This is an optimization exercise on Yosys and OpenROAD, whose aim is small area, not a production implementation.
The RTL was checked by simulation tests, not by an equivalence proof against the original design.
Power and IR drop assume default switching activity.

$ cat flow/config.mk
export PLATFORM = sky130hd
export DESIGN_NAME = conv_window_gen
export DESIGN_NICKNAME = conv_window_gen
export VERILOG_FILES = /design/flow/design.v
export SDC_FILE = /design/flow/constraint.sdc
export NUM_CORES = 4
export LEC_CHECK = 0
export CAP_MARGIN = 20
export CORE_MARGIN = 2
export CORE_UTILIZATION = 70
export SLEW_MARGIN = 20
export CTS_ARGS = -sink_clustering_enable -repair_clock_nets -dont_use_dummy_load -sink_clustering_size 30 -sink_clustering_max_diameter 60 -buf_list sky130_fd_sc_hd__clkbuf_16
export BUFFER_PORTS_ARGS = -buffer_cell sky130_fd_sc_hd__buf_1
$ cat flow/constraint.sdc
create_clock -name core_clock -period 10.0 [get_ports {clk}]
set_input_delay 2.0000 -clock core_clock [delete_from_list [all_inputs] [get_ports {clk}]]
set_output_delay 2.0000 -clock core_clock [all_outputs]
set_load 0.01 [all_outputs]
$ cat flow/design.v
module conv_window_gen #(
    parameter int IMG_W = 256,
    parameter int IMG_H = 256,
    parameter int PIX_W = 8
) (
    input  logic               clk,
    input  logic               rst,
    input  logic               go,
    input  logic [PIX_W-1:0]   pix_in,
    input  logic               pix_valid,
    output logic               pix_ready,
    output logic [9*PIX_W-1:0] win_out,
    output logic               win_valid,
    input  logic               win_ready,
    output logic               busy,
    output logic               done
);
    localparam int CW = $clog2(IMG_W);
    localparam int RW = $clog2(IMG_H);
    localparam int N  = 2 * IMG_W + 3;
    logic             drain;
    logic [CW-1:0]    col;
    logic [RW-1:0]    row;
    logic [PIX_W-1:0] chain [N];
    logic             pix_acc;
    logic             win_hs;
    logic             last_col;
    logic             last_row;
    assign pix_ready = busy && !drain && (!win_valid || win_ready);
    assign pix_acc   = pix_valid && pix_ready;
    assign win_hs    = win_valid && win_ready;
    assign last_col  = (col == CW'(IMG_W - 1));
    assign last_row  = (row == RW'(IMG_H - 1));
    always_ff @(posedge clk) begin
        if (pix_acc) begin
            chain[0] <= pix_in;
            for (int k = 1; k < N; k++) chain[k] <= chain[k-1];
        end
    end
    always_comb begin
        for (int c = 0; c < 3; c++) begin
            win_out[PIX_W*(6+c) +: PIX_W] = chain[2 - c];
            win_out[PIX_W*(3+c) +: PIX_W] = chain[IMG_W + 2 - c];
            win_out[PIX_W*(0+c) +: PIX_W] = chain[2*IMG_W + 2 - c];
        end
    end
    always_ff @(posedge clk) begin
        if (!busy) begin
            col <= '0;
            row <= '0;
        end else if (pix_acc) begin
            col <= col + CW'(1);
            if (last_col) row <= row + RW'(1);
        end
    end
    always_ff @(posedge clk or posedge rst) begin
        if (rst) begin
            win_valid <= 1'b0;
            busy      <= 1'b0;
            drain     <= 1'b0;
            done      <= 1'b0;
        end else begin
            done <= 1'b0;
            if (!busy) begin
                if (go && !done) busy <= 1'b1;
            end else if (!drain) begin
                if (pix_acc) begin
                    win_valid <= (row >= RW'(2)) && (col >= CW'(2));
                    if (last_col && last_row) drain <= 1'b1;
                end else if (win_hs) begin
                    win_valid <= 1'b0;
                end
            end else if (win_hs) begin
                win_valid <= 1'b0;
                busy      <= 1'b0;
                drain     <= 1'b0;
                done      <= 1'b1;
            end
        end
    end
endmodule
$ cat flow/flow/run.sh
#!/bin/bash
# Standard layout (the standard.sh, standard synthesis unchanged) with CTS
# tuned for area: small clock buffers, no dummy loads, and port buffers of the
# smallest buffer cell.
set -euo pipefail
cd "$(dirname "$0")/.."
source flow/knobs.sh
cat >> config.mk <<EOC
export CTS_ARGS = -sink_clustering_enable -repair_clock_nets -dont_use_dummy_load -sink_clustering_size $CTS_SIZE -sink_clustering_max_diameter $CTS_DIAM -buf_list $CTS_BUFS
export BUFFER_PORTS_ARGS = -buffer_cell sky130_fd_sc_hd__buf_1
EOC
bash standard.sh finish > flow_make.log 2>&1
$ cat flow/flow/knobs.sh
CTS_SIZE=30
CTS_DIAM=60
CTS_BUFS=sky130_fd_sc_hd__clkbuf_16
$ cat flow/standard.sh
#!/bin/bash
# synth_recipe.tcl (not shown) runs the flow's synth.tcl, then flattens the netlist and writes it again
# the make line also repeats each setting of config.mk as NAME=value (left out here)
make -C /OpenROAD-flow-scripts/flow DESIGN_CONFIG=/design/flow/config.mk WORK_HOME=/design/flow/orfs CLKGATE_MAP_FILE= SYNTH_SCRIPT=/design/flow/synth_recipe.tcl "${@:-finish}"
==> reports/metrics.yaml, run 1 <==
outcome: "complete, no violations"
layout_common_cells: "4120 x edfxtp_1, 187 x clkbuf_16, 88 x buf_1"
ys_ff_latch: 4140
grt_pass1_wl_mm: 197
grt_pass1_vias: 35100
layout_commonest_cell: "edfxtp_1"
cts.repair.resized: 0
regArea_sq_um: 124000
synth_seq_area_share_pct: 99.5
setup_viol: 0
hold_violations: 0
cts_root_buf: "clkbuf_16"
cts_inserted_buffers: 187
cellLeakagePower_nw: 30.9
max_slew_margin_pct: 23.4
min_period_ns: 4.56
syn-num-nets: 4249
clk_pin_slew_worst_paths_ns: 0.10
drv_cap: 0
cts_tree: "done"
clock.fmax_mhz: 219
wirelength_mm: 126
powerDensity_nw_per_um2: 210
layout-drive-gt1-share_pct: 5.02
synth_area_per_cell_sq_um: 29.5
worstPathMaxFanout: 4
grtUsageTotal_pct: 13.9
htreeDepth: 4
tns_ns: 0
multi_input_area_sq_um: 554
drt_iter0_markers: 3893
dp_hpwl_mm: 53.9
syn-instance-count: 4232
routed_via_density: 5.48
cp.arrival_ns: 2.56
fin_area_sq_um: 133000
place_inst: 6693
initial_utilization_pct: 70.7
die_area_sq_um: 182000
critPathKind: "input pin to primary output"
final_util_pct: 75.5
yosys_warnings: 2
area_growth_pct: 6.81
drcViolationCount: 0
coreArea_sq_um: 176000
ys_types: 35
wire_per_inst_um: 18.3
ios: 89
cp-start-kind: "input pin"
insertion_delay_ns: 0.82
die_h_um: 426
worst_pin_slew_ns: 1.15
finalWorstSetupSlack_ns: 5.44
slew_violations: 0
ant_nets: 0
fill_cells: 9075
gp_congestion: 0.683
holdBufCountCts: 0
rsz0062_at_grt: "false"
clockBufferDepth: 3
ir_drop_mv: 0.170
firstDrtPassIters: 5
hold_path.class: "flop to flop"
post_cts_buffers: 0
placed_area_sq_um: 129000
syn_area_sq_um: 125000
vias: 37700
fin_nets: 4559
rows: 154
fin_skew_ns: 0.0464
overflow: 0
stdcell_count: 6882
critPathCaptureType: "primary output"
port-buffer-count: 88
grt_max_degree: 250
required_ns: 8.00
antenna_found_initial: 1
place_ws_ns: 4.84
post-route-period-util_pct: 45.6
cts_sinks: 4140
dieWidth_um: 426
[logic make-up after synthesis]
logic type,Yosys count,synth area share (%)
buffers and inverters,8,0.0301
muxes,5,0.0401
AOI/OAI and AO/OA,20,0.104
and+or+nand+nor,53,0.230
DFF,4140,99.5
xor gates and xnor gates,2,0.0140
adders and majority gates,4,0.0401
[critical path, stage by stage]
cell and delay, ns:
buf_1 0.10, nand2b_4 0.16, and2_1 0.14, buf_1 0.15
[Yosys cell counts (all sizes together)]
library cell  instances  share of area [%]
or2                   1             0.0050
o41ai                 2              0.014
and4                  1             0.0070
o21ai                 3              0.012
clkinv                1             0.0030
nor4                  4              0.020
edfxtp             4120                 99
dfxtp                16               0.26
o311ai                2              0.014
clkbuf                2             0.0060
nand2                14              0.042
xnor2                 1             0.0070
nand3                 9              0.036
buf                   1             0.0090
nor2                  5              0.015
a311oi                1             0.0070
dfrtp                 4              0.080
a32o                  1             0.0080
nand4                 4              0.025
nor2b                 1             0.0050
a31oi                 1             0.0050
a21oi                 8              0.032
nor3                  2             0.0080
inv                   4              0.012
or4                   3              0.021
or3                   3              0.015
ha                    4              0.040
o31ai                 2              0.012
xor2                  1             0.0070
and2                  1             0.0050
mux2i                 5              0.040
nand2b                5              0.025
[where the power goes]
group          total, W  switching [W]  internal (W)
logic          0.000682       0.000619     0.0000629
registers        0.0195      0.0000593        0.0194
clock network   0.00783        0.00450       0.00334
total            0.0280        0.00518        0.0228
[registers in the layout, indices dropped and copies added, names as in the netlist]
signal     cells
win_valid      1
busy           1
drain          1
chain       4120
row            8
col            8
done           1
[metal layers]
metal  vias to the layer above  wire, um  global-route usage [%]
li1                      17600         -                       -
met1                     19500     68800                    25.7
met2                       404     50400                    17.2
met3                       195      4100                    2.56
met4                         0      2820                    4.10
met5                         -         0                       0
[path summary, 6_finish.rpt]
| check | slack [ns] | depth (start not counted) | to | startpoint |
|---|---|---|---|---|
| min in group asynchronous | 1.06 | 2 | busy | rst |
| hold / removal | 0.38 | 0 | chain[261][3] | chain[260][3] |
| max in group asynchronous | 8.79 | 2 | drain | rst |
| setup reg to reg | 6.10 | 5 | chain[195][0] | busy |
| hold reg to reg | 0.38 | 0 | chain[261][3] | chain[260][3] |
| setup / recovery | 5.44 | 4 | pix_ready | win_ready |
[cell type report]
type                       count  share of cell area, %
tap                         2340                   2.20
antenna                        2                0.00376
timing repair buffer         124                  0.639
inverter                       5                 0.0338
multi-input combinational     84                  0.416
sequential                  4140                   93.2
clock buffer                 187                   3.51
[per-stage QoR]
step | hold slack, ns | total power (W)
after global routing | 0.385 | 0.0290
after floorplan | 0.400 | 0.0209
final | 0.381 | 0.0280
after CTS | 0.384 | 0.0283
after global placement | 0.400 | 0.0205
after detailed placement | 0.405 | 0.0206
==> run 2, diff against run 1 <==
==> flow/flow/knobs.sh (replaced) <==
CTS_SIZE=20
CTS_DIAM=45
CTS_BUFS=sky130_fd_sc_hd__clkbuf_8
--- a/flow/config.mk
+++ b/flow/config.mk
@@ -10,4 +10,4 @@
 export CORE_UTILIZATION = 70
 export SLEW_MARGIN = 20
-export CTS_ARGS = -sink_clustering_enable -repair_clock_nets -dont_use_dummy_load -sink_clustering_size 30 -sink_clustering_max_diameter 60 -buf_list sky130_fd_sc_hd__clkbuf_16
+export CTS_ARGS = -sink_clustering_enable -repair_clock_nets -dont_use_dummy_load -sink_clustering_size 20 -sink_clustering_max_diameter 45 -buf_list sky130_fd_sc_hd__clkbuf_8
 export BUFFER_PORTS_ARGS = -buffer_cell sky130_fd_sc_hd__buf_1
==> run 2 against run 1 <==
Still clean on timing, DRC and antenna. Flip-flop and latch count unchanged. Clock power is 5.1% lower. Area after synthesis unchanged. Register-to-register slack worse by 0.12 ns. Non-clock buffer count unchanged.
==> reports/metrics.yaml, run 2 <==
outcome: "complete, no violations"
clock.fmax_mhz: 220
cts.repair.resized: 0
timing.rr.start: "busy"
multi_input_area_sq_um: 554
placed_area_sq_um: 129000
gp_congestion: 0.683
critPathKind: "input pin to primary output"
grt_pass1_vias: 36200
synth_top_area_share_pct: 99.2
ir_drop_mv: 0.193
ios: 89
synth_compound_area_share_pct: 0.104
p_switching_w: 0.00527
synth.most_common_cell: "edfxtp_1"
min_from: "chain[41][1]"
power.internal_w: 0.0223
hold_path_depth: 0
area_growth_pct: 6.53
cts_inserted_buffers: 315
wirelength_mm: 128
vias: 38300
port-buffer-count: 88
die_h_um: 426
worstPathMaxFanout: 4
setup_viol: 0
combPwrFrac_pct: 2.5
grt_max_degree: 250
syn-num-nets: 4249
clk_pin_slew_worst_paths_ns: 0.11
antenna_found_initial: 3
synth_area_leaders: "edfxtp_1 99%, dfxtp_1 0.26%, dfrtp_1 0.080%"
required_ns: 8.00
grtUsageTotal_pct: 14.2
syn-instance-count: 4232
cp-start-kind: "input pin"
tns_ns: 0
worst_pin_slew_ns: 1.10
fin_area_sq_um: 133000
regArea_sq_um: 124000
hold_path.class: "flop to flop"
slew_violations: 0
clockBufferDepth: 4
cts_tree: "done"
fin_skew_ns: 0.0606
critPathCaptureType: "primary output"
wire_per_inst_um: 18.2
drcViolationCount: 0
routed_via_density: 5.46
dieWidth_um: 426
cts_sinks: 4140
layout_commonest_cell: "edfxtp_1"
cts_root_buf: "clkbuf_8"
coreArea_sq_um: 176000
synth.largest_area_cell: "edfxtp_1"
p_sw_share_pct: 19.1
yosys.area_share.xor_xnor_pct: 0.0140
finalWorstSetupSlack_ns: 5.45
layout-drive-gt1-share_pct: 7.63
layout_common_cells: "4120 x edfxtp_1, 315 x clkbuf_8, 88 x buf_1"
htreeDepth: 5
fill_cells: 8979
ys_ff_latch: 4140
post_cts_buffers: 0
rsz0062_at_grt: "false"
dp_hpwl_mm: 53.9
syn_area_sq_um: 125000
cellLeakagePower_nw: 30.9
top_regs: "chain: 4120 flops, col: 8 flops, row: 8 flops"
pwr-share-seq_pct: 70.6
overflow: 0
drt_iter0_markers: 3693
grt_pass1_wl_mm: 200
async_flop_share_pct: 0.0966
synth_edf_count: 4120
ant_nets: 0
worst-r2r-setup-slack_ns: 5.98
powerDensity_nw_per_um2: 208
drv_cap: 0
synth_area_per_cell_sq_um: 29.5
synth_top_family_by_area: "simple AND/OR/NAND/NOR gates"
worstReg2RegEnd: "chain[63][1]"
synth_seq_area_share_pct: 99.5
synthFlopType: "edfxtp_1"
holdWs_ns: 0.356
place_ws_ns: 4.84
worst-r2r-cell-count: 5
largest_reg_flops: 4120
die_area_sq_um: 182000
top_register: "chain"
min_to: "chain[42][1]"
synthMuxAreaShare_pct: 0.0401
min_period_ns: 4.55
fin_nets: 4687
yosys_warnings: 2
synth_fa_ha_area_share_pct: 0.0401
rows: 154
hold_violations: 0
holdBufCountCts: 0
insertion_delay_ns: 1.03
cp.arrival_ns: 2.55
ys_types: 35
clkPwrFrac_pct: 26.9
initial_utilization_pct: 70.7
post-route-period-util_pct: 45.5
max_slew_margin_pct: 26.7
synth-simple-area-share_pct: 0.230
yosys-top-cells-count: "4120 x edfxtp_1, 16 x dfxtp_1, 14 x nand2_1"
firstDrtPassIters: 5
-- run 2: changes by cell type in the layout (fill, tap and decap cells not counted) --
cell | previous run | this run
diode_2 | 2 | 3
clkbuf_8 | 0 | 315
clkbuf_16 | 187 | 0
-- run 2: power by group through the flow --
stage / Clock, W / Sequential [W] / Combinational (W)
floorplan: 0 / 0.0204 / 0.000485
global placement: 0 / 0.0199 / 0.000682
detailed placement: 0 / 0.0199 / 0.000711
CTS: 0.00783 / 0.0195 / 0.000696
global route: 0.00839 / 0.0195 / 0.000769
finish: 0.00743 / 0.0195 / 0.000681
-- run 2: cell families (layout without fill, tap and decap cells) --
| logic type | Yosys count | after routing |
|---|---|---|
| compound gates | 20 | 20 |
| xor+xnor | 2 | 2 |
| mux | 5 | 5 |
| other cells | 0 | 3 |
| fa+ha+maj | 4 | 4 |
| simple gates | 53 | 53 |
| flops | 4140 | 4140 |
| buf+inv | 8 | 444 |
-- run 2: worst max path at each step --
stage / from / end / slack [ns]
2_1_floorplan: win_ready / col[4] / -1.73
3_3_place_gp: win_ready / chain[56][1] / 4.94
3_5_place_dp: win_ready / chain[63][1] / 4.84
4_1_cts: win_ready / pix_ready / 5.44
5_1_grt: win_ready / pix_ready / 5.39
6_report: win_ready / pix_ready / 5.45
-- run 2: metal layers --
| layer | vias up | global-route usage [%] | wire length (um) |
|---|---|---|---|
| li1 | 17800 | - | - |
| met1 | 19600 | 26.0 | 69500 |
| met2 | 555 | 16.6 | 49200 |
| met3 | 326 | 2.96 | 4750 |
| met4 | 0 | 5.63 | 4120 |
| met5 | - | 0 | 0 |
-- run 2: final cells by class --
class / count / share of cell area, %
antenna: 3 / 0.00565
clock buffer: 315 / 3.26
inverter: 5 / 0.0339
multi-input combinational: 84 / 0.417
sequential: 4140 / 93.4
tap: 2340 / 2.20
timing repair buffer: 124 / 0.640
-- run 2: through the flow --
stage | utilization (%) | instances | power, W
6_report | 75.3 | 7011 | 0.0276
5_1_grt | 75.3 | 7011 | 0.0286
4_1_cts | 75.3 | 7008 | 0.0280
3_5_place_dp | 72.8 | 6693 | 0.0206
3_3_place_gp | 72.8 | 6693 | 0.0205
2_1_floorplan | - | 4232 | 0.0209
-- run 2: worst max-delay path, stage by stage --
cell and delay [ns]:
buf_1 0.10, nand2b_4 0.16, and2_1 0.14, buf_1 0.15
==> run 3, diff against run 2 <==
==> flow/flow/knobs.sh (replaced) <==
CTS_SIZE=20
CTS_DIAM=80
CTS_BUFS=sky130_fd_sc_hd__clkbuf_8
--- a/flow/config.mk
+++ b/flow/config.mk
@@ -10,4 +10,4 @@
 export CORE_UTILIZATION = 70
 export SLEW_MARGIN = 20
-export CTS_ARGS = -sink_clustering_enable -repair_clock_nets -dont_use_dummy_load -sink_clustering_size 20 -sink_clustering_max_diameter 45 -buf_list sky130_fd_sc_hd__clkbuf_8
+export CTS_ARGS = -sink_clustering_enable -repair_clock_nets -dont_use_dummy_load -sink_clustering_size 20 -sink_clustering_max_diameter 80 -buf_list sky130_fd_sc_hd__clkbuf_8
 export BUFFER_PORTS_ARGS = -buffer_cell sky130_fd_sc_hd__buf_1
==> run 3 against run 2 <==
Worst setup slack about the same. Clock skew decreased by 0.027 ns. First-iteration DRC count increased by 4.4%. Largest cell class unchanged. Clock power decreased by 14%. Still clean on timing, DRC and antenna.
==> reports/metrics.yaml, run 3 <==
async_flop_share_pct: 0.0966
cp-start-kind: "input pin"
dp_hpwl_mm: 53.9
layout_commonest_cell: "edfxtp_1"
cts_root_buf: "clkbuf_8"
ant_nets: 0
synth_area_per_cell_sq_um: 29.5
clk_pin_slew_worst_paths_ns: 0.11
post-route-period-util_pct: 45.6
ios: 89
synth_top_area_share_pct: 99.2
critPathKind: "input pin to primary output"
slowest_delay_ns: 0.16
synth.largest_area_cell: "edfxtp_1"
powerDensity_nw_per_um2: 202
syn_area_sq_um: 125000
worst_pin_slew_ns: 1.11
gp_congestion: 0.683
top_register: "chain"
drv_cap: 0
initial_utilization_pct: 70.7
cpLargestDelayFamily: "simple AND/OR/NAND/NOR gates"
synth_seq_area_share_pct: 99.5
synth_edf_count: 4120
vias: 37700
die_h_um: 426
grt_pass1_wl_mm: 197
critPathCaptureType: "primary output"
htreeDepth: 4
die_area_sq_um: 182000
crit_slowest_cell: "nand2b_4"
clockBufferDepth: 3
cp.arrival_ns: 2.56
synthFlopType: "edfxtp_1"
post_cts_buffers: 0
area_growth_pct: 5.54
rsz0062_at_grt: "false"
worstPathMaxFanout: 4
setup_viol: 0
outcome: "complete, no violations"
layout-drive-gt1-share_pct: 5.79
ys_types: 35
grtUsageTotal_pct: 13.9
dieWidth_um: 426
finalWorstSetupSlack_ns: 5.44
drcViolationCount: 0
insertion_delay_ns: 0.98
place_ws_ns: 4.84
overflow: 0
wire_per_inst_um: 18.1
wirelength_mm: 126
cellLeakagePower_nw: 30.2
fin_area_sq_um: 132000
clock.fmax_mhz: 220
fin_nets: 4596
syn-num-nets: 4249
top_regs: "chain: 4120 flops, col: 8 flops, row: 8 flops"
hold_violations: 0
max_slew_margin_pct: 26.3
holdBufCountCts: 0
synth.most_common_cell: "edfxtp_1"
required_ns: 8.00
critPathMostFrequentCell: "buf_1"
grt_max_degree: 250
ys_ff_latch: 4140
cp.buffers_inverters: 2
synth_area_leaders: "edfxtp_1 99%, dfxtp_1 0.26%, dfrtp_1 0.080%"
yosys-top-cells-count: "4120 x edfxtp_1, 16 x dfxtp_1, 14 x nand2_1"
ir_drop_mv: 0.150
hold_path.class: "flop to flop"
cts.repair.resized: 0
drt_iter0_markers: 3854
rows: 154
slew_violations: 0
cts_tree: "done"
placed_area_sq_um: 129000
fill_cells: 9160
grt_pass1_vias: 35400
syn-instance-count: 4232
routed_via_density: 5.44
min_period_ns: 4.56
largest_reg_flops: 4120
coreArea_sq_um: 176000
cp_cell_sequence: "buf_1 -> nand2b_4 -> and2_1 -> buf_1"
firstDrtPassIters: 5
yosys_warnings: 2
layout_common_cells: "4120 x edfxtp_1, 224 x clkbuf_8, 88 x buf_1"
port-buffer-count: 88
fin_skew_ns: 0.0338
antenna_found_initial: 2
cts_inserted_buffers: 224
cts_sinks: 4140
## run 3: cell counts after synthesis
No cell type changed its count.
## run 3: cells by family (layout without fill, tap and decap cells)
logic type               after synthesis  count (layout)  synth area share, %
adder cells (fa/ha/maj)                4               4               0.0401
buffers and inverters                  8             353               0.0301
AND/OR/NAND/NOR                       53              53                0.230
XOR/XNOR                               2               2               0.0140
other                                  0               8                    0
flip-flops                          4140            4140                 99.5
multiplexers                           5               5               0.0401
AO/OA/AOI/OAI                         20              20                0.104
## run 3: final cells by class
class / count / area (sq um) / area share (%)
tap: 2340 / 2930 / 2.22
clock buffer: 224 / 3080 / 2.34
sequential: 4140 / 124000 / 94.3
timing repair buffer: 124 / 851 / 0.646
inverter: 5 / 45.0 / 0.0342
antenna: 8 / 20.0 / 0.0152
multi-input combinational: 84 / 554 / 0.421
## run 3: metrics by stage
stage               total power, W  hold WS [ns]  setup TNS (ns)  util [%]  cells
global route                0.0275         0.419               0      74.6   6918
finish                      0.0265         0.409               0      74.6   6925
floorplan                   0.0209         0.400        -6035.16         -   4232
detailed placement          0.0206         0.405               0      72.8   6693
CTS                         0.0269         0.399               0      74.6   6917
global placement            0.0205         0.400               0      72.8   6693
## run 3: final timing paths
check	to	slack (ns)	from	cells past startpoint
min reg2reg	chain[327][0]	0.41	chain[326][0]	0
max reg2reg	chain[110][2]	5.96	busy	5
max in group asynchronous	win_valid	9.01	rst	2
min	chain[327][0]	0.41	chain[326][0]	0
min in group asynchronous	drain	0.85	rst	2
max	pix_ready	5.44	win_ready	4
## run 3: where the power goes
part | total (W) | switching [W] | internal, W | leakage (nW)
clock | 0.00639 | 0.00437 | 0.00201 | 1.61
sequential | 0.0195 | 0.0000594 | 0.0194 | 28.0
combinational | 0.000682 | 0.000619 | 0.0000630 | 0.612
## run 3: layer usage
metal  track usage, %  up-vias  part of all wire [%]
met5                0        -                     0
li1                 -    17600                     -
met4             4.28        0                   2.5
met1             26.0    19400                    55
met2             16.6      428                    39
met3             2.70      249                   3.5
==> run 4, diff against run 3 <==
==> flow/flow/knobs.sh (replaced) <==
CTS_SIZE=20
CTS_DIAM=60
CTS_BUFS=sky130_fd_sc_hd__clkbuf_8
--- a/flow/config.mk
+++ b/flow/config.mk
@@ -10,4 +10,4 @@
 export CORE_UTILIZATION = 70
 export SLEW_MARGIN = 20
-export CTS_ARGS = -sink_clustering_enable -repair_clock_nets -dont_use_dummy_load -sink_clustering_size 20 -sink_clustering_max_diameter 80 -buf_list sky130_fd_sc_hd__clkbuf_8
+export CTS_ARGS = -sink_clustering_enable -repair_clock_nets -dont_use_dummy_load -sink_clustering_size 20 -sink_clustering_max_diameter 60 -buf_list sky130_fd_sc_hd__clkbuf_8
 export BUFFER_PORTS_ARGS = -buffer_cell sky130_fd_sc_hd__buf_1
==> run 4 against run 3 <==
Still clean on timing, DRC and antenna. Combinational power about the same. Critical path depth unchanged. Flip-flop and latch count unchanged. Sequential share of layout area about the same. Sequential power about the same. First-iteration DRC count decreased by 1.9%. Hold slack got worse by 0.017 ns. Critical endpoint unchanged.
==> reports/metrics.yaml, run 4 <==
top_regs: "chain: 4120 flops, col: 8 flops, row: 8 flops"
critPathKind: "input pin to primary output"
grt_pass1_wl_mm: 196
cts_tree: "done"
min_period_ns: 4.56
wirelength_mm: 125
area_growth_pct: 5.56
rsz0062_at_grt: "false"
syn_area_sq_um: 125000
yosys_warnings: 2
drcViolationCount: 0
max_slew_margin_pct: 23.8
min_to: "chain[321][1]"
coreArea_sq_um: 176000
antenna_found_initial: 2
worstReg2RegEnd: "chain[66][1]"
cellLeakagePower_nw: 30.2
rows: 154
largest_reg_flops: 4120
grtUsageTotal_pct: 13.9
die_h_um: 426
layout_common_cells: "4120 x edfxtp_1, 227 x clkbuf_8, 88 x buf_1"
dp_hpwl_mm: 53.9
cts.repair.resized: 0
min_from: "chain[320][1]"
ys_ff_latch: 4140
port-buffer-count: 88
post-route-period-util_pct: 45.6
hold_path_depth: 0
vias: 37700
insertion_delay_ns: 0.97
synth_top_area_share_pct: 99.2
wire_per_inst_um: 18.1
synth_area_leaders: "edfxtp_1 99%, dfxtp_1 0.26%, dfrtp_1 0.080%"
post_cts_buffers: 0
initial_utilization_pct: 70.7
synth.most_common_cell: "edfxtp_1"
use_met1_pct: 25.8
critPathCaptureType: "primary output"
clock.fmax_mhz: 219
async_flop_share_pct: 0.0966
layout_commonest_cell: "edfxtp_1"
holdBufCountCts: 0
grt_max_degree: 250
tns_ns: 0
grt_pass1_vias: 35400
clockBufferDepth: 3
hold_path.class: "flop to flop"
worst_pin_slew_ns: 1.14
required_ns: 8.00
top_register: "chain"
synth_edf_count: 4120
ant_nets: 0
worstPathMaxFanout: 4
cp.arrival_ns: 2.56
ios: 89
syn-instance-count: 4232
cts_sinks: 4140
ir_drop_mv: 0.154
worst-r2r-cell-count: 5
ys_types: 35
powerDensity_nw_per_um2: 202
yosys-top-cells-count: "4120 x edfxtp_1, 16 x dfxtp_1, 14 x nand2_1"
cts_root_buf: "clkbuf_8"
overflow: 0
drv_cap: 0
holdWs_ns: 0.392
outcome: "complete, no violations"
routed_via_density: 5.45
grt_busiest_layer: "met1"
fill_cells: 9142
synth.largest_area_cell: "edfxtp_1"
gp_congestion: 0.683
synth_area_per_cell_sq_um: 29.5
synthFlopType: "edfxtp_1"
die_area_sq_um: 182000
worst-r2r-setup-slack_ns: 6.09
drt_iter0_markers: 3781
fin_nets: 4599
dieWidth_um: 426
met2_usage_pct: 16.6
htreeDepth: 4
setup_viol: 0
slew_violations: 0
synth_seq_area_share_pct: 99.5
cts_inserted_buffers: 227
cp-start-kind: "input pin"
layout-drive-gt1-share_pct: 5.85
timing.rr.start: "busy"
fin_skew_ns: 0.0434
use_met3_pct: 2.81
clk_pin_slew_worst_paths_ns: 0.11
syn-num-nets: 4249
hold_violations: 0
firstDrtPassIters: 5
-- run 4: cell counts after synthesis --
Identical to the previous run, type by type.
-- run 4: worst max-delay path by stage --
stage,startpoint,to,slack (ns)
2_1_floorplan,win_ready,col[4],-1.73
3_3_place_gp,win_ready,chain[56][1],4.94
3_5_place_dp,win_ready,chain[63][1],4.84
4_1_cts,win_ready,pix_ready,5.44
5_1_grt,win_ready,pix_ready,5.39
6_report,win_ready,pix_ready,5.44
-- run 4: cell families after synthesis --
family	after synthesis	share of synthesized area, %
compound gates	20	0.104
xor+xnor	2	0.0140
fa+ha+maj	4	0.0401
buf+inv	8	0.0301
flops	4140	99.5
mux	5	0.0401
simple gates	53	0.230
-- run 4: metal layers --
layer | vias to the layer above | part of all wire (%) | routed length, um
li1 | 17600 | - | -
met1 | 19400 | 55 | 69200
met2 | 430 | 39 | 48600
met3 | 227 | 3.5 | 4340
met4 | 0 | 2.3 | 2820
met5 | - | 0 | 0
-- run 4: metrics by stage --
step	cell area, sq um	power [W]	std cells	util (%)	worst slack (ns)
6_report	132000	0.0265	6921	74.6	5.44
5_1_grt	132000	0.0276	6921	74.6	5.39
4_1_cts	132000	0.0269	6920	74.6	5.44
3_5_place_dp	129000	0.0206	6693	72.8	4.84
3_3_place_gp	129000	0.0205	6693	72.8	4.94
2_1_floorplan	125000	0.0209	4232	-	-1.73
-- run 4: critical path: stages --
cell and delay, ns:
buf_1 0.10, nand2b_4 0.16, and2_1 0.14, buf_1 0.15
-- run 4: report_power, final --
part | switching [W] | internal [W] | leakage [nW] | total, W
registers | 0.0000593 | 0.0194 | 28.0 | 0.0195
logic | 0.000618 | 0.0000629 | 0.612 | 0.000681
clock network | 0.00436 | 0.00204 | 1.63 | 0.00640
total | 0.00503 | 0.0215 | 30.2 | 0.0265
-- run 4: cell type report --
class                      instances  area [sq um]  share of cell area (%)
antenna                            1          2.50                 0.00190
multi-input combinational         84           554                   0.421
sequential                      4140        124000                    94.3
tap                             2340          2930                    2.22
timing repair buffer             124           851                   0.646
inverter                           5          45.0                  0.0342
clock buffer                     227          3120                    2.37
==> run 5, diff against run 4 <==
--- a/flow/config.mk
+++ b/flow/config.mk
@@ -6,8 +6,9 @@
 export NUM_CORES = 4
 export LEC_CHECK = 0
-export CAP_MARGIN = 20
+export ABC_AREA = 1
+export CAP_MARGIN = 0
 export CORE_MARGIN = 2
 export CORE_UTILIZATION = 70
-export SLEW_MARGIN = 20
+export SLEW_MARGIN = 0
 export CTS_ARGS = -sink_clustering_enable -repair_clock_nets -dont_use_dummy_load -sink_clustering_size 20 -sink_clustering_max_diameter 60 -buf_list sky130_fd_sc_hd__clkbuf_8
 export BUFFER_PORTS_ARGS = -buffer_cell sky130_fd_sc_hd__buf_1
==> run 5 against run 4 <==
Core utilization is essentially flat. Area after synthesis hardly changed. Register-to-register slack worse by 0.21 ns. Clock power hardly changed. Via count is 1.0% higher. Die area barely moved. First-iteration DRC count up 6.3%. Maximum frequency grew 0.44%. Sequential share of layout area shrank 0.12 points. Cell area rose by 0.12%. Clock skew grew 0.011 ns. Still clean on timing, DRC and antenna.
==> reports/metrics.yaml, run 5 <==
grt_max_degree: 233
timing.rr.start: "busy"
cellLeakagePower_nw: 29.0
synthFlopType: "edfxtp_1"
insertion_delay_ns: 0.97
worst-r2r-setup-slack_ns: 5.88
rows: 154
min_period_ns: 4.54
firstDrtPassIters: 5
ant_nets: 0
clkPwrFrac_pct: 24.3
layout_commonest_cell: "edfxtp_1"
ys_types: 20
syn-num-nets: 4303
cts_inserted_buffers: 228
p_switching_w: 0.00499
largest_reg_flops: 4120
cts_tree: "done"
ys_ff_latch: 4140
fin_skew_ns: 0.0541
initial_utilization_pct: 70.6
slew_violations: 0
ios: 89
layout_common_cells: "4120 x edfxtp_1, 228 x clkbuf_8, 88 x buf_1"
min_to: "chain[158][5]"
critPathCaptureType: "primary output"
drt_iter0_markers: 4019
drv_cap: 0
setup_viol: 0
synth_area_per_cell_sq_um: 29.1
async_flop_share_pct: 0.0966
clock.fmax_mhz: 220
area_growth_pct: 5.59
routed_via_density: 5.45
hold_path.class: "flop to flop"
synth_seq_area_share_pct: 99.5
worstPathMaxFanout: 2
grt_pass1_wl_mm: 200
powerDensity_nw_per_um2: 200
post-route-period-util_pct: 45.4
cts_sinks: 4140
yosys_warnings: 2
die_area_sq_um: 182000
syn_area_sq_um: 125000
gp_congestion: 0.690
layout-drive-gt1-share_pct: 5.99
wire_per_inst_um: 18.3
worstReg2RegEnd: "chain[324][0]"
worst-r2r-cell-count: 6
wirelength_mm: 128
syn-instance-count: 4286
hold_violations: 0
final_util_pct: 74.6
overflow: 0
drcViolationCount: 0
required_ns: 8.00
cp_cell_sequence: "buf_1 -> inv_4 -> nand2_4 -> nand2_4 -> inv_1 -> buf_1"
clockBufferDepth: 3
htreeDepth: 4
synth_edf_count: 4120
synth_area_leaders: "edfxtp_1 99%, dfxtp_1 0.26%, nand2_1 0.14%"
combPwrFrac_pct: 2.4
port-buffer-count: 88
pwr-share-seq_pct: 73.3
grtUsageTotal_pct: 14.1
p_sw_share_pct: 18.9
slowest_delay_ns: 0.15
die_h_um: 426
synth_top_area_share_pct: 99.1
cts_root_buf: "clkbuf_8"
antenna_found_initial: 6
coreArea_sq_um: 177000
critPathKind: "input pin to primary output"
synth.largest_area_cell: "edfxtp_1"
worst_pin_slew_ns: 1.25
top_regs: "chain: 4120 flops, col: 8 flops, row: 8 flops"
outcome: "complete, no violations"
yosys-top-cells-count: "4120 x edfxtp_1, 48 x nand2_1, 27 x nor2_1"
vias: 38100
min_from: "chain[157][5]"
synth.most_common_cell: "edfxtp_1"
hold_path_depth: 0
crit_slowest_cell: "buf_1"
cp-start-kind: "input pin"
fin_nets: 4660
dp_hpwl_mm: 55.9
top_register: "chain"
power.internal_w: 0.0214
holdBufCountCts: 0
clk_pin_slew_worst_paths_ns: 0.11
dieWidth_um: 426
grt_pass1_vias: 35900
cp.arrival_ns: 2.54
max_slew_margin_pct: 16.5
ir_drop_mv: 0.140
cts.repair.resized: 0
tns_ns: 0
post_cts_buffers: 0
rsz0062_at_grt: "false"
-- run 5: critical path: cells and delay by family --
| kind | cells | cell delay, ns |
|---|---|---|
| buffers and inverters | 4 | 0.40 |
| and+or+nand+nor | 2 | 0.14 |
-- run 5: cell families after synthesis --
group                    after synthesis  synth area share, %
AO/OA/AOI/OAI                         17               0.0682
XOR/XNOR                               2               0.0140
adder cells (fa/ha/maj)                4               0.0401
buffers and inverters                 24               0.0752
flip-flops                          4140                 99.5
AND/OR/NAND/NOR                       99                0.352
-- run 5: metal layers --
layer / GRT usage [%] / vias to the layer above / share of wire [%]
li1: - / 17800 / -
met1: 26.3 / 19600 / 55
met2: 16.9 / 456 / 39
met3: 2.73 / 235 / 3.5
met4: 4.33 / 0 / 2.4
met5: 0 / - / 0
-- run 5: per-stage QoR --
step                total power [W]  setup WS [ns]  area [sq um]  instances  hold WS [ns]
detailed placement           0.0204           4.64        129000       6753         0.405
floorplan                    0.0231         -53.59        125000       4286         0.400
global route                 0.0274           5.40        132000       6985         0.373
CTS                          0.0268           5.46        132000       6981         0.381
finish                       0.0264           5.46        132000       6985         0.382
global placement             0.0204           4.72        129000       6753         0.400
-- run 5: cell type report --
class,count,area (sq um)
Sequential cell,4140,124000
Fill cell,8990,44900
Clock buffer,228,3140
Tap cell,2340,2930
Timing Repair Buffer,129,888
Multi-Input combinational cell,122,607
Inverter,22,97.6
Antenna cell,4,10.0
-- run 5: worst max-delay path by stage --
stage / slack [ns] / start / endpoint / depth (start not counted)
2_1_floorplan: -53.59 / pix_valid / col[1] / 4
3_3_place_gp: 4.72 / pix_valid / chain[258][0] / 5
3_5_place_dp: 4.64 / pix_valid / chain[272][0] / 5
4_1_cts: 5.46 / win_ready / pix_ready / 6
5_1_grt: 5.40 / win_ready / pix_ready / 6
6_report: 5.46 / win_ready / pix_ready / 6
-- run 5: power by group through the flow --
| stage | registers (W) | logic, W | clock network [W] |
|---|---|---|---|
| 2_1_floorplan | 0.0226 | 0.000453 | 0 |
| 3_3_place_gp | 0.0198 | 0.000632 | 0 |
| 3_5_place_dp | 0.0198 | 0.000659 | 0 |
| 4_1_cts | 0.0194 | 0.000646 | 0.00679 |
| 5_1_grt | 0.0194 | 0.000717 | 0.00734 |
| 6_report | 0.0194 | 0.000634 | 0.00642 |
==> run 6, diff against run 5 <==
--- a/flow/design.v
+++ b/flow/design.v
@@ -20,21 +20,25 @@
     localparam int N  = 2 * IMG_W + 3;
     logic             drain;
+    logic             norun;
     logic [CW-1:0]    col;
     logic [RW-1:0]    row;
     logic [PIX_W-1:0] chain [N];
     logic             pix_acc;
+    logic             pix_hold;
     logic             win_hs;
+    logic             stall;
     logic             last_col;
     logic             last_row;
-    assign pix_ready = busy && !drain && (!win_valid || win_ready);
+    assign stall     = win_valid && !win_ready;
+    assign pix_ready = busy && !drain && !stall;
     assign pix_acc   = pix_valid && pix_ready;
+    assign pix_hold  = !pix_valid || norun || stall;
     assign win_hs    = win_valid && win_ready;
     assign last_col  = (col == CW'(IMG_W - 1));
     assign last_row  = (row == RW'(IMG_H - 1));
     always_ff @(posedge clk) begin
-        if (pix_acc) begin
-            chain[0] <= pix_in;
-            for (int k = 1; k < N; k++) chain[k] <= chain[k-1];
-        end
+        chain[0] <= ({PIX_W{pix_acc}} & pix_in) | ({PIX_W{pix_hold}} & chain[0]);
+        for (int k = 1; k < N; k++)
+            chain[k] <= ({PIX_W{pix_acc}} & chain[k-1]) | ({PIX_W{pix_hold}} & chain[k]);
     end
     always_comb begin
@@ -59,13 +63,20 @@
             busy      <= 1'b0;
             drain     <= 1'b0;
+            norun     <= 1'b1;
             done      <= 1'b0;
         end else begin
             done <= 1'b0;
             if (!busy) begin
-                if (go && !done) busy <= 1'b1;
+                if (go && !done) begin
+                    busy  <= 1'b1;
+                    norun <= 1'b0;
+                end
             end else if (!drain) begin
                 if (pix_acc) begin
                     win_valid <= (row >= RW'(2)) && (col >= CW'(2));
-                    if (last_col && last_row) drain <= 1'b1;
+                    if (last_col && last_row) begin
+                        drain <= 1'b1;
+                        norun <= 1'b1;
+                    end
                 end else if (win_hs) begin
                     win_valid <= 1'b0;
--- a/flow/config.mk
+++ b/flow/config.mk
@@ -6,9 +6,8 @@
 export NUM_CORES = 4
 export LEC_CHECK = 0
-export ABC_AREA = 1
-export CAP_MARGIN = 0
+export CAP_MARGIN = 20
 export CORE_MARGIN = 2
-export CORE_UTILIZATION = 70
-export SLEW_MARGIN = 0
+export CORE_UTILIZATION = 77
+export SLEW_MARGIN = 20
 export CTS_ARGS = -sink_clustering_enable -repair_clock_nets -dont_use_dummy_load -sink_clustering_size 20 -sink_clustering_max_diameter 60 -buf_list sky130_fd_sc_hd__clkbuf_8
 export BUFFER_PORTS_ARGS = -buffer_cell sky130_fd_sc_hd__buf_1
==> run 6 against run 5 <==
Still clean. Via count grew 83%. Synthesized cell count increased by 120%. Combinational power increased by 150%. Worst setup slack lost 0.19 ns. Flip-flop and latch count is 1 higher. Hold slack improved by 0.053 ns. Critical path type unchanged. Critical endpoint unchanged. Largest power group unchanged.
==> reports/metrics.yaml, run 6 <==
outcome: "complete, no violations"
dieWidth_um: 410
use_met1_pct: 29.6
placed_area_sq_um: 123000
fill_cells: 10300
clock.fmax_mhz: 212
overflow: 0
grt_pass1_vias: 66800
synth_area_leaders: "dfxtp_1 65%, a22o_1 28%, buf_6 3.9%"
initial_utilization_pct: 77.7
rsz0062_at_grt: "false"
finalWorstSetupSlack_ns: 5.28
insertion_delay_ns: 0.99
setup_viol: 0
antenna_found_initial: 2
grt_pass1_wl_mm: 310
coreArea_sq_um: 163000
ios: 89
met2_usage_pct: 32.9
layout_commonest_cell: "dfxtp_1"
synth_seq_area_share_pct: 65.4
cpLargestDelayFamily: "simple AND/OR/NAND/NOR gates"
grtUsageTotal_pct: 20.5
drcViolationCount: 0
slew_violations: 0
post-route-period-util_pct: 47.2
synth_edf_count: 0
syn-num-nets: 9300
largest_reg_flops: 4120
drt_iter0_markers: 5151
critPathMostFrequentCell: "buf_1"
area_growth_pct: -0.0782
worst_pin_slew_ns: 1.24
dp_hpwl_mm: 93.0
fin_skew_ns: 0.0438
required_ns: 8.00
yosys-top-cells-count: "4136 x dfxtp_1, 4120 x a22o_1, 435 x buf_6"
syn-instance-count: 9283
powerDensity_nw_per_um2: 198
layout-drive-gt1-share_pct: 3.29
ys_types: 36
gp_congestion: 0.726
wirelength_mm: 178
min_period_ns: 4.72
ant_nets: 0
tns_ns: 0
cp.buffers_inverters: 2
cts.repair.resized: 0
die_h_um: 410
slowest_delay_ns: 0.28
cts_inserted_buffers: 226
synth_top_area_share_pct: 65.3
synthFlopType: "dfxtp_1"
grt_busiest_layer: "met2"
cts_tree: "done"
critPathCaptureType: "primary output"
htreeDepth: 4
routed_via_density: 6.40
port-buffer-count: 88
top_regs: "chain: 4120 flops, col: 8 flops, row: 8 flops"
cp-start-kind: "input pin"
fin_nets: 8751
yosys_warnings: 2
worstPathMaxFanout: 8
post_cts_buffers: 0
fin_area_sq_um: 127000
cellLeakagePower_nw: 49.0
cts_root_buf: "clkbuf_8"
clk_pin_slew_worst_paths_ns: 0.11
holdBufCountCts: 0
hold_path.class: "flop to flop"
grt_max_degree: 255
place_ws_ns: 4.85
drv_cap: 0
layout_common_cells: "4136 x dfxtp_1, 4120 x a22o_1, 226 x clkbuf_8"
ys_ff_latch: 4141
use_met3_pct: 2.85
final_util_pct: 77.6
async_flop_share_pct: 0.121
crit_slowest_cell: "nand2b_1"
ir_drop_mv: 0.240
max_slew_margin_pct: 17.2
wire_per_inst_um: 16.3
rows: 148
firstDrtPassIters: 5
syn_area_sq_um: 127000
cp_cell_sequence: "buf_1 -> nand2b_1 -> and2_1 -> buf_1"
synth.most_common_cell: "dfxtp_1"
clockBufferDepth: 3
top_register: "chain"
vias: 69800
cp.arrival_ns: 2.72
critPathKind: "input pin to primary output"
synth_area_per_cell_sq_um: 13.7
synth.largest_area_cell: "dfxtp_1"
cts_sinks: 4141
die_area_sq_um: 168000
hold_violations: 0
[run 6: cell count changes after synthesis, sizes merged, moves of 6 or more]
cell | before | now
dfxtp | 16 | 4136
nor2 | 30 | 7
nand4 | 1 | 7
edfxtp | 4120 | 0
a22o | 0 | 4120
buf | 1 | 754
nand2 | 48 | 12
inv | 22 | 8
clkbuf | 1 | 167
[run 6: path summary, 6_finish.rpt]
path                                    from       endpoint  slack [ns]  depth (start not counted)
max in group asynchronous                rst          norun        8.87                          2
min in group asynchronous                rst           busy        0.89                          2
worst max-delay path               win_ready      pix_ready        5.28                          4
worst max register to register          busy  chain[106][2]        6.36                          5
worst min-delay path            chain[42][6]   chain[43][6]        0.43                          1
worst min register to register  chain[42][6]   chain[43][6]        0.43                          1
[run 6: cell families (layout without fill, tap and decap cells)]
logic type,Yosys count,count (layout),share of synthesized area (%)
xor gates and xnor gates,4,4,0.0277
adders and majority gates,4,4,0.0395
other,0,3,0
muxes,3,3,0.0237
DFF,4141,4141,65.4
AOI/OAI and AO/OA,4140,4140,28.6
buffers and inverters,929,378,5.63
and+or+nand+nor,62,62,0.271
[run 6: final cells by class]
class	count	area [sq um]	share of cell area, %
flip-flops and latches	4141	82900	65.5
multi-input cells	4213	36700	29.0
clock buffers	226	3110	2.46
well taps	2175	2720	2.15
repair buffers	144	1150	0.912
inverters	8	30.0	0.0237
diodes	3	7.51	0.00593
[run 6: power by group]
group          switching, W  internal (W)  leakage (nW)
clock network       0.00444       0.00203          1.62
logic               0.00120      0.000366          13.9
registers          0.000202        0.0168          33.4
[run 6: metrics by stage]
step	instances	hold slack, ns	total power, W
floorplan	9283	0.443	0.0191
global placement	10700	0.455	0.0189
detailed placement	10700	0.455	0.0190
CTS	10900	0.434	0.0253
global route	10900	0.456	0.0261
finish	10900	0.435	0.0251
[run 6: worst register-to-register path, stage by stage, from the launching register on]
cell,delay (ns)
dfrtp_1,0.55
nor2b_4,0.30
and3_4,0.74
buf_4,0.72
buf_4,0.92
a22o_1,0.36
[run 6: routing by layer]
metal | vias up | routed length, um | share of wire (%)
met5 | - | 0 | 0
met4 | 0 | 2880 | 1.6
met3 | 225 | 4600 | 2.6
met2 | 664 | 77400 | 43
met1 | 34500 | 93100 | 52
li1 | 34500 | - | -
==> run 7, diff against run 6 <==
--- a/flow/config.mk
+++ b/flow/config.mk
@@ -8,5 +8,5 @@
 export CAP_MARGIN = 20
 export CORE_MARGIN = 2
-export CORE_UTILIZATION = 77
+export CORE_UTILIZATION = 70
 export SLEW_MARGIN = 20
 export CTS_ARGS = -sink_clustering_enable -repair_clock_nets -dont_use_dummy_load -sink_clustering_size 20 -sink_clustering_max_diameter 60 -buf_list sky130_fd_sc_hd__clkbuf_8
==> run 7 against run 6 <==
Synthesized cell count unchanged. Critical path type unchanged. Still clean on timing, DRC and antenna. Highest routed layer unchanged. Non-clock buffer count decreased by 6. Sequential share of layout area decreased by 0.11 points.
==> reports/metrics.yaml, run 7 <==
outcome: "complete, no violations"
synth_seq_area_share_pct: 65.4
rsz0062_at_grt: "false"
drv_cap: 0
top_regs: "chain: 4120 flops, col: 8 flops, row: 8 flops"
worst-r2r-setup-slack_ns: 6.39
fill_cells: 12500
fin_nets: 8747
area_growth_pct: 0.0939
cpLargestDelayFamily: "simple AND/OR/NAND/NOR gates"
rows: 156
post-route-period-util_pct: 47.0
grt_max_degree: 269
layout_common_cells: "4136 x dfxtp_1, 4120 x a22o_1, 228 x clkbuf_8"
place_ws_ns: 4.87
multi_input_area_sq_um: 36700
crit_slowest_cell: "nand2b_1"
regArea_sq_um: 82900
timing.rr.start: "busy"
grt_pass1_vias: 66300
fin_skew_ns: 0.0503
cts_tree: "done"
worst_pin_slew_ns: 1.33
async_flop_share_pct: 0.121
slowest_delay_ns: 0.26
synth.most_common_cell: "dfxtp_1"
worstReg2RegEnd: "chain[41][2]"
min_to: "chain[45][3]"
critPathCaptureType: "primary output"
clockBufferDepth: 3
cp-start-kind: "input pin"
synth_area_per_cell_sq_um: 13.7
yosys_warnings: 2
overflow: 0
clock.fmax_mhz: 213
die_area_sq_um: 184000
cts_sinks: 4141
top_register: "chain"
hold_path_depth: 1
ys_types: 36
layout-drive-gt1-share_pct: 3.24
synth.largest_area_cell: "dfxtp_1"
vias: 69600
cp.arrival_ns: 2.70
cellLeakagePower_nw: 48.9
htreeDepth: 4
ant_nets: 0
max_slew_margin_pct: 11.0
port-buffer-count: 88
dp_hpwl_mm: 90.6
drt_iter0_markers: 4927
gp_congestion: 0.700
cp_cell_sequence: "buf_1 -> nand2b_1 -> and2_1 -> buf_1"
grtUsageTotal_pct: 18.7
synth_area_leaders: "dfxtp_1 65%, a22o_1 28%, buf_6 3.9%"
worstPathMaxFanout: 8
wirelength_mm: 178
cts.repair.resized: 0
drcViolationCount: 0
wire_per_inst_um: 16.1
finalWorstSetupSlack_ns: 5.30
tns_ns: 0
dieWidth_um: 429
grt_pass1_wl_mm: 311
worst-r2r-cell-count: 5
yosys-top-cells-count: "4136 x dfxtp_1, 4120 x a22o_1, 435 x buf_6"
syn-num-nets: 9300
cp.buffers_inverters: 2
synth_top_area_share_pct: 65.3
ir_drop_mv: 0.160
syn-instance-count: 9283
holdWs_ns: 0.429
min_from: "chain[44][3]"
ios: 89
post_cts_buffers: 0
layout_commonest_cell: "dfxtp_1"
coreArea_sq_um: 180000
critPathMostFrequentCell: "buf_1"
largest_reg_flops: 4120
slew_violations: 0
antenna_found_initial: 1
stdcell_count: 11100
insertion_delay_ns: 1.00
synthFlopType: "dfxtp_1"
synth_edf_count: 0
powerDensity_nw_per_um2: 198
initial_utilization_pct: 70.3
critPathKind: "input pin to primary output"
place_inst: 10900
cts_root_buf: "clkbuf_8"
syn_area_sq_um: 127000
hold_violations: 0
min_period_ns: 4.70
holdBufCountCts: 0
hold_path.class: "flop to flop"
clk_pin_slew_worst_paths_ns: 0.11
firstDrtPassIters: 7
cts_inserted_buffers: 228
power_w: 0.0251
die_h_um: 429
ys_ff_latch: 4141
required_ns: 8.00
setup_viol: 0
routed_via_density: 6.27
## run 7: cell type report
| cell class | instances | share of cell area [%] |
|---|---|---|
| Inverter | 8 | 0.0237 |
| Clock buffer | 228 | 2.47 |
| Antenna cell | 1 | 0.00197 |
| Sequential cell | 4141 | 65.4 |
| Timing Repair Buffer | 138 | 0.872 |
| Tap cell | 2370 | 2.34 |
| Multi-Input combinational cell | 4213 | 28.9 |
## run 7: how the worst max path moves through the flow
stage	from	to	slack, ns	cells after the start
2_1_floorplan	win_ready	pix_ready	5.55	3
3_3_place_gp	win_ready	chain[275][2]	4.91	6
3_5_place_dp	win_ready	chain[252][1]	4.87	6
4_1_cts	win_ready	pix_ready	5.30	4
5_1_grt	win_ready	pix_ready	5.21	4
6_report	win_ready	pix_ready	5.30	4
## run 7: stage by stage
step	util (%)	instance area, sq um
detailed placement	68.6	124000
finish	70.3	127000
global route	70.3	127000
CTS	70.3	127000
floorplan	-	127000
global placement	68.6	124000
## run 7: power breakdown
group | total [W] | switching [W] | internal, W
Clock | 0.00652 | 0.00447 | 0.00205
Combinational | 0.00156 | 0.00120 | 0.000362
Sequential | 0.0170 | 0.000199 | 0.0168
Total | 0.0251 | 0.00587 | 0.0192
## run 7: routing by layer
metal	track usage [%]	share of wire, %
met5	0	0
met4	4.38	1.8
met3	2.76	2.6
met2	29.3	43
met1	27.4	53
## run 7: cell families after synthesis
logic type | share of synthesized area, %
flip-flops | 65.4
XOR/XNOR | 0.0277
buffers and inverters | 5.63
multiplexers | 0.0237
adder cells (fa/ha/maj) | 0.0395
AO/OA/AOI/OAI | 28.6
AND/OR/NAND/NOR | 0.271
==> run 8, diff against run 7 <==
==> flow/flow/knobs.sh (replaced) <==
CTS_SIZE=21
CTS_DIAM=60
CTS_BUFS=sky130_fd_sc_hd__clkbuf_8
--- a/flow/config.mk
+++ b/flow/config.mk
@@ -10,4 +10,4 @@
 export CORE_UTILIZATION = 70
 export SLEW_MARGIN = 20
-export CTS_ARGS = -sink_clustering_enable -repair_clock_nets -dont_use_dummy_load -sink_clustering_size 20 -sink_clustering_max_diameter 60 -buf_list sky130_fd_sc_hd__clkbuf_8
+export CTS_ARGS = -sink_clustering_enable -repair_clock_nets -dont_use_dummy_load -sink_clustering_size 21 -sink_clustering_max_diameter 60 -buf_list sky130_fd_sc_hd__clkbuf_8
 export BUFFER_PORTS_ARGS = -buffer_cell sky130_fd_sc_hd__buf_1
==> run 8 against run 7 <==
Clock power is 2% lower. Still clean. Global-route usage barely moved. Register-to-register slack improved by 0.02 ns. Count of clock-buffer cells in the layout down 8. Non-clock buffer count is 1 higher. First-iteration DRC count is 3.5% lower. Highest routed layer unchanged.
==> reports/metrics.yaml, run 8 <==
layout_common_cells: "4136 x dfxtp_1, 4120 x a22o_1, 220 x clkbuf_8"
ys_types: 36
synth_area_per_cell_sq_um: 13.7
antenna_found_initial: 2
rsz0062_at_grt: "false"
fill_cells: 12600
vias: 69600
p_switching_w: 0.00585
synth_top_area_share_pct: 65.3
cp.arrival_ns: 2.71
place_ws_ns: 4.87
ir_drop_mv: 0.162
overflow: 0
holdWs_ns: 0.405
clock.fmax_mhz: 212
grt_pass1_vias: 66200
insertion_delay_ns: 0.99
fin_nets: 8740
htreeDepth: 4
outcome: "complete, no violations"
post-route-period-util_pct: 47.1
p_sw_share_pct: 23.4
largest_reg_flops: 4120
cts_tree: "done"
wire_per_inst_um: 16.0
layout-drive-gt1-share_pct: 3.16
ios: 89
power_w: 0.0250
top_regs: "chain: 4120 flops, col: 8 flops, row: 8 flops"
cts_sinks: 4141
drv_cap: 0
tns_ns: 0
grt_max_degree: 269
drt_iter0_markers: 4753
dp_hpwl_mm: 90.6
timing.rr.start: "busy"
combPwrFrac_pct: 6.3
max_slew_margin_pct: 21.9
regArea_sq_um: 82900
required_ns: 8.00
clkPwrFrac_pct: 25.7
routed_via_density: 6.27
cp-start-kind: "input pin"
area_growth_pct: 0.0442
grt_pass1_wl_mm: 311
post_cts_buffers: 0
synth_edf_count: 0
syn-instance-count: 9283
coreArea_sq_um: 180000
hold_path_depth: 1
critPathCaptureType: "primary output"
setup_viol: 0
syn-num-nets: 9300
clk_pin_slew_worst_paths_ns: 0.11
top_register: "chain"
rows: 156
multi_input_area_sq_um: 36700
cellLeakagePower_nw: 48.9
finalWorstSetupSlack_ns: 5.29
synth_area_leaders: "dfxtp_1 65%, a22o_1 28%, buf_6 3.9%"
initial_utilization_pct: 70.3
min_from: "chain[31][2]"
cts.repair.resized: 0
power.internal_w: 0.0192
async_flop_share_pct: 0.121
worst-r2r-setup-slack_ns: 6.41
drcViolationCount: 0
fin_skew_ns: 0.0576
holdBufCountCts: 0
min_to: "chain[32][2]"
worstPathMaxFanout: 8
yosys_warnings: 2
wirelength_mm: 178
cts_inserted_buffers: 220
grtUsageTotal_pct: 18.6
clockBufferDepth: 3
critPathKind: "input pin to primary output"
firstDrtPassIters: 5
synthFlopType: "dfxtp_1"
hold_violations: 0
slew_violations: 0
final_util_pct: 70.3
powerDensity_nw_per_um2: 197
dieWidth_um: 429
hold_path.class: "flop to flop"
pwr-share-seq_pct: 68.0
worstReg2RegEnd: "chain[138][5]"
die_h_um: 429
yosys-top-cells-count: "4136 x dfxtp_1, 4120 x a22o_1, 435 x buf_6"
synth.largest_area_cell: "dfxtp_1"
min_period_ns: 4.71
layout_commonest_cell: "dfxtp_1"
worst_pin_slew_ns: 1.17
syn_area_sq_um: 127000
port-buffer-count: 88
gp_congestion: 0.700
die_area_sq_um: 184000
worst-r2r-cell-count: 5
synth_seq_area_share_pct: 65.4
ys_ff_latch: 4141
ant_nets: 0
cts_root_buf: "clkbuf_8"
synth.most_common_cell: "dfxtp_1"
## run 8: metrics by stage
step	std cells	area (sq um)
floorplan	9283	127000
global placement	10900	124000
detailed placement	10900	124000
CTS	11100	127000
global route	11100	127000
finish	11100	127000
## run 8: kinds of logic after synthesis
logic type	count (synthesis)	share of synthesized area, %
muxes	3	0.0237
buffers and inverters	929	5.63
and+or+nand+nor	62	0.271
DFF	4141	65.4
adders and majority gates	4	0.0395
AOI/OAI and AO/OA	4140	28.6
xor gates and xnor gates	4	0.0277
## run 8: worst max path at each step
stage                         start             to  slack [ns]
after floorplan           win_ready      pix_ready        5.55
after global placement    win_ready  chain[275][2]        4.91
after detailed placement  win_ready  chain[252][1]        4.87
after CTS                 win_ready      pix_ready        5.30
after global routing      win_ready      pix_ready        5.21
final                     win_ready      pix_ready        5.29
## run 8: power by group through the flow
stage,logic [W],registers (W),clock network [W]
after floorplan,0.00172,0.0173,0
after global placement,0.00152,0.0174,0
after detailed placement,0.00157,0.0174,0
after CTS,0.00157,0.0170,0.00673
after global routing,0.00174,0.0171,0.00729
final,0.00157,0.0170,0.00642
## run 8: critical path, stage by stage
cell,delay [ns]
buf_1,0.10
nand2b_1,0.27
and2_1,0.17
buf_1,0.16
## run 8: final cells by class
type                            count  area share (%)
Timing Repair Buffer              139           0.894
Inverter                            8          0.0237
Antenna cell                        9          0.0178
Clock buffer                      220            2.39
Tap cell                         2370            2.34
Multi-Input combinational cell   4213            28.9
Sequential cell                  4141            65.4
## run 8: metal layers
metal  vias to the layer above  track usage, %  routed length, um
met5                         -               0                  0
met4                         0            4.21               3010
met1                     34300            27.3              94700
li1                      34400               -                  -
met3                       233            2.80               4800
met2                       602            29.3              75600

re-timing with driven ports:
In the flow no input, the clock included, has a driving cell. The finished layouts below were timed again as built, in two steps.
Step 1: set_driving_cell puts a clkbuf_16 on clk and a buf_2 on each other input, an assumption about the parent block.
Step 2 moves the port delays by t, midway between the first and last clock arrival at a register: inputs arrive t later, outputs are due t later. That takes back most of the time a late clock gives input paths.
a / b / c = no drivers / after step 1 / after step 2; a / b = the first two.
run	t (ns)	slack for setup (ns)	hold slack, ns
run 1	0.884	5.442 / 5.420 / 4.847	0.381 / 0.381 / 0.381
run 2	1.069	5.445 / 5.423 / 4.761	0.356 / 0.356 / 0.356
run 3	1.038	5.445 / 5.423 / 4.782	0.409 / 0.409 / 0.409
run 4	1.022	5.443 / 5.421 / 4.849	0.392 / 0.392 / 0.392
run 5	1.024	5.463 / 5.441 / 4.619	0.382 / 0.382 / 0.382
run 6	1.042	5.278 / 5.252 / 4.780	0.435 / 0.435 / 0.435
run 7	1.042	5.300 / 5.276 / 4.756	0.429 / 0.429 / 0.429
run 8	1.047	5.288 / 5.264 / 4.723	0.405 / 0.405 / 0.405
After both steps every run listed still meets setup and hold. For run 5, which loses most, drivers alone change the setup slack by -0.022 ns; drivers and shift together by -0.844 ns.
